This is an optimization exercise on Yosys and OpenROAD, whose aim is small area, a short achievable clock period and few clock cycles per item, not a production implementation.
RTL that was checked went through simulation tests only; none was proved equivalent to the original.

==> v6 <==
// hls_dot_kernel
module hls_dot_kernel (
  input  logic        clk,
  input  logic        reset,
  input  logic        start,
  input  logic [3:0]  len,
  input  logic        wr_en,
  input  logic        wr_sel,
  input  logic [2:0]  wr_addr,
  input  logic [31:0] wr_data,
  output logic        busy,
  output logic        finished,
  output logic [31:0] return_val
);
  logic [31:0] r_mem_x [8];
  logic [31:0] r_mem_y [8];
  logic        r_busy, r_fin;
  logic [31:0] r_ret;
  logic [7:0]  r_fl;
  logic        r_dirty;
  logic        r_pd_vld, r_pd_sel;
  logic [2:0]  r_pd_addr;
  logic        r_fb_run, r_fb_mark;
  logic [2:0]  r_fb_cnt, r_fb_last;
  logic [31:0] r_a, r_b, r_acc;
  logic        r_clr1, r_clr2;     
  logic        r_lat, r_zero;      
  logic        w_idle, w_acc_st, w_acc_wr, w_fast, w_zero;
  logic [3:0]  w_len_c;
  logic [7:0]  w_mask;
  logic        w_pd_issue, w_we, w_wsel, w_mark;
  logic [2:0]  w_waddr, w_raddr;
  logic [31:0] w_wdata, w_p;
  assign w_idle   = !r_busy;
  assign w_acc_st = start && !reset && w_idle;
  assign w_acc_wr = wr_en && !reset && w_idle;
  assign w_len_c  = (len > 4'd8) ? 4'd8 : len;
  assign w_mask   = 8'((9'd1 << w_len_c) - 9'd1);
  assign w_zero   = (w_len_c == 4'd0);
  assign w_fast   = w_zero || (!r_dirty && (r_fl == w_mask));
  assign w_pd_issue = r_pd_vld && (reset || !r_fb_run);
  assign w_we    = r_pd_vld ? (reset || !r_fb_run) : (w_acc_wr && !w_acc_st);
  assign w_wsel  = r_pd_vld ? r_pd_sel  : wr_sel;
  assign w_waddr = r_pd_vld ? r_pd_addr : wr_addr;
  assign w_wdata = r_pd_vld ? r_ret : wr_data;
  assign w_mark = (w_acc_st && w_fast) || r_fb_mark;
  always_ff @(posedge clk) begin
    if (w_we) begin
      if (w_wsel) r_mem_y[w_waddr] <= w_wdata;
      else        r_mem_x[w_waddr] <= w_wdata;
    end
  end
  assign w_raddr = r_fb_run ? r_fb_cnt : w_waddr;
  always_ff @(posedge clk) begin
    r_a <= r_mem_x[w_raddr];
    if (r_fb_run) r_b <= r_mem_y[r_fb_cnt];
    else          r_b <= (w_we && w_wsel) ? w_wdata : 32'd0;
    r_clr1 <= w_mark || (r_fb_run && r_fb_cnt == 3'd0);
  ...
==> module hls_dot_kernel, before the edit <==
module hls_dot_kernel (
  input  logic        clk,
  input  logic        reset,
  input  logic        start,
  input  logic [3:0]  len,
  input  logic        wr_en,
  input  logic        wr_sel,
  input  logic [2:0]  wr_addr,
  input  logic [31:0] wr_data,
  output logic        busy,
  output logic        finished,
  output logic [31:0] return_val
);
  logic [31:0] r_mem_x [8];
  logic [31:0] r_mem_y [8];
  logic        r_busy, r_fin;
  logic [31:0] r_ret;
  logic [7:0]  r_fl;
  logic        r_dirty;
  logic        r_pd_vld, r_pd_sel;
  logic [2:0]  r_pd_addr;
  logic        r_fb_run, r_fb_mark;
  logic [2:0]  r_fb_cnt, r_fb_last;
  logic [31:0] r_a, r_b, r_acc;
  logic        r_clr1, r_clr2;     
  logic        r_lat, r_zero;      
  logic        w_idle, w_acc_st, w_acc_wr, w_fast, w_zero;
  logic [3:0]  w_len_c;
  logic [7:0]  w_mask;
  logic        w_pd_issue, w_we, w_wsel, w_mark;
  logic [2:0]  w_waddr, w_raddr;
  logic [31:0] w_wdata, w_p;
  assign w_idle   = !r_busy;
  assign w_acc_st = start && !reset && w_idle;
  assign w_acc_wr = wr_en && !reset && w_idle;
  assign w_len_c  = (len > 4'd8) ? 4'd8 : len;
  assign w_mask   = 8'((9'd1 << w_len_c) - 9'd1);
  assign w_zero   = (w_len_c == 4'd0);
  assign w_fast   = w_zero || (!r_dirty && (r_fl == w_mask));
  assign w_pd_issue = r_pd_vld && (reset || !r_fb_run);
  assign w_we    = r_pd_vld ? (reset || !r_fb_run) : (w_acc_wr && !w_acc_st);
  assign w_wsel  = r_pd_vld ? r_pd_sel  : wr_sel;
  assign w_waddr = r_pd_vld ? r_pd_addr : wr_addr;
  assign w_wdata = r_pd_vld ? r_ret : wr_data;
  assign w_mark = (w_acc_st && w_fast) || r_fb_mark;
  always_ff @(posedge clk) begin
    if (w_we) begin
      if (w_wsel) r_mem_y[w_waddr] <= w_wdata;
      else        r_mem_x[w_waddr] <= w_wdata;
    end
  end
  assign w_raddr = r_fb_run ? r_fb_cnt : w_waddr;
  always_ff @(posedge clk) begin
    r_a <= r_mem_x[w_raddr];
    if (r_fb_run) r_b <= r_mem_y[r_fb_cnt];
    else          r_b <= (w_we && w_wsel) ? w_wdata : 32'd0;
    r_clr1 <= w_mark || (r_fb_run && r_fb_cnt == 3'd0);
    r_clr2 <= r_clr1;
  end
  hls_pipe_mul u_mul (
    .clk  (clk),
    .i_a  (r_a),
    .i_b  (r_b),
    .i_acc(r_clr2 ? 32'd0 : r_acc),
    .o_p  (w_p)
  );
  always_ff @(posedge clk) r_acc <= w_p;
  always_ff @(posedge clk) begin
    if (reset) begin
      r_busy    <= 1'b0;
      r_fin     <= 1'b0;
      r_lat     <= 1'b0;
      r_fb_run  <= 1'b0;
      r_fb_mark <= 1'b0;
      r_dirty   <= 1'b1;
      r_fl      <= 8'd0;
    end else begin
      r_lat     <= w_mark;
      r_zero    <= w_acc_st && w_zero;
      r_fb_mark <= r_fb_run && (r_fb_cnt == r_fb_last);
      if (w_acc_st) begin
        r_busy <= 1'b1;
        r_fin  <= 1'b0;
      end else if (r_lat) begin
        r_busy <= 1'b0;
        r_fin  <= 1'b1;
      end
      if (w_acc_st && !w_fast) begin
        r_fb_run  <= 1'b1;
        r_fb_last <= 3'(w_len_c - 4'd1);
        r_fb_cnt  <= 3'd0;
      end else if (r_fb_run) begin
        if (r_fb_cnt == r_fb_last) r_fb_run <= 1'b0;
        r_fb_cnt <= r_fb_cnt + 3'd1;
      end
      if (w_mark) begin
        r_dirty <= 1'b0;
        r_fl    <= (w_we && w_wsel) ? 8'(1 << w_waddr) : 8'd0;
      end else if (w_we) begin
        if (r_fl[w_waddr]) r_dirty <= 1'b1;
        if (w_wsel) r_fl[w_waddr] <= 1'b1;
      end
    end
  end
  always_ff @(posedge clk) begin
    if (r_lat)                       r_ret <= r_zero ? 32'd0 : w_p;
    else if (w_acc_st && w_acc_wr)   r_ret <= wr_data;
  end
  always_ff @(posedge clk) begin
    if (w_acc_st && w_acc_wr) begin
      r_pd_vld  <= 1'b1;
      r_pd_sel  <= wr_sel;
      r_pd_addr <= wr_addr;
    end else if (w_pd_issue) begin
      r_pd_vld  <= 1'b0;
    end
  end
  assign busy       = r_busy;
  assign finished   = r_fin;
  assign return_val = r_ret;
endmodule
export LEC_CHECK = 0
export ABC_CLOCK_PERIOD_IN_PS = 3000
export CAP_MARGIN = 20
export CORE_MARGIN = 2
export CORE_UTILIZATION = 40
export SETUP_SLACK_MARGIN = 5
export SLEW_MARGIN = 20
create_clock -name core_clock -period 8.0 [get_ports {clk}]
run.sh (not shown) runs the stock make flow with config.mk's settings and CLKGATE_MAP_FILE= SYNTH_SCRIPT=/design/flow/synth_recipe.tcl, a recipe that flattens the netlist after the stock synthesis.
==> v14: changes against v6 <==
--- a/flow/design.v
+++ b/flow/design.v
@@ -1027,6 +1027,6 @@
   assign w_pd_issue = r_pd_vld && (reset || !r_fb_run);
-  assign w_we    = r_pd_vld ? (reset || !r_fb_run) : (w_acc_wr && !w_acc_st);
-  assign w_wsel  = r_pd_vld ? r_pd_sel  : wr_sel;
-  assign w_waddr = r_pd_vld ? r_pd_addr : wr_addr;
-  assign w_wdata = r_pd_vld ? r_ret : wr_data;
+  assign w_we    = w_pd_issue || (w_acc_wr && !w_acc_st);
+  assign w_wsel  = w_pd_issue ? r_pd_sel  : wr_sel;
+  assign w_waddr = w_pd_issue ? r_pd_addr : wr_addr;
+  assign w_wdata = w_pd_issue ? r_ret : wr_data;
   assign w_mark = (w_acc_st && w_fast) || r_fb_mark;
--- a/flow/config.mk
+++ b/flow/config.mk
@@ -7,3 +7,2 @@
 export LEC_CHECK = 0
-export ABC_CLOCK_PERIOD_IN_PS = 3000
 export CAP_MARGIN = 20
@@ -11,3 +10,2 @@
 export CORE_UTILIZATION = 40
-export SETUP_SLACK_MARGIN = 5
 export SLEW_MARGIN = 20
==> results by group <==
Timing
  • Max Fclk: 176.8 MHz
  • Clock Skew: 0.03594 ns

Setup path
  • WP data required: 8.29 ns

Clock network
  • Post-CTS setup buffer count: 0

Placed design
  • Cell Area, Placed: 0.04755 mm²

Run status
  • Status: complete, no violations

Cells and area
  • Final clock-cell share: 0.05584

Yosys
  • Adder-cell share of the synthesized area: 0.1294
Source of the figures above: v14

==> results by group <==
Yosys
  • Synthesis Warnings: 2
  • Adder-cell share of the synthesized area: 0.1270

Run status
  • Status: complete, no violations

Die
  • Width of the chip: 343.2 µm

Timing
  • Crit path time final: 3.960 ns
  • Max Fclk: 252.5 MHz
  • Clock Skew: 0.02908 ns

Clock network
  • Clk pin slew, worst setup/hold paths: 0.07 ns
  • Post-CTS setup buffer count: 216

Global routing
  • Vias in the first global route: 33.60k

Setup path
  • WP data required: 8.39 ns

Placed design
  • Cell Area, Placed: 0.04841 mm²
Source of the figures above: v6

Testbench counts of v14, summed over its fixed seeds: cycles 4,726, items 384.
Function not checked in v6: the RTL went through the layout flow alone.

## re-timing with driven ports
No port has a modelled driver above. Below, the same layouts with a new extraction and two added sets of constraints. Step 1 assumes that a clkbuf_16 drives the clock port and a buf_2 every other input. Step 2 also shifts input and output timing later by t, the mid clock arrival at the registers, as if the neighbouring blocks saw the same clock. a / b / c = no drivers / after step 1 / after step 2; a / b = the first two.
run	t, ns	setup WS [ns]	worst hold slack (ns)	worst data-port slew with drivers (ns)	cell pins on the clock port's net
v6	0.732	4.040 / 4.040 / 3.960	0.513 / 0.513 / 0.513	0.11	1
v14	0.724	2.345 / 2.386 / 1.661	0.412 / 0.412 / 0.412	0.08	1
After both steps every run listed still meets setup and hold. For v14, which loses most, drivers alone change the setup slack by +0.041 ns; drivers and shift together by -0.684 ns.
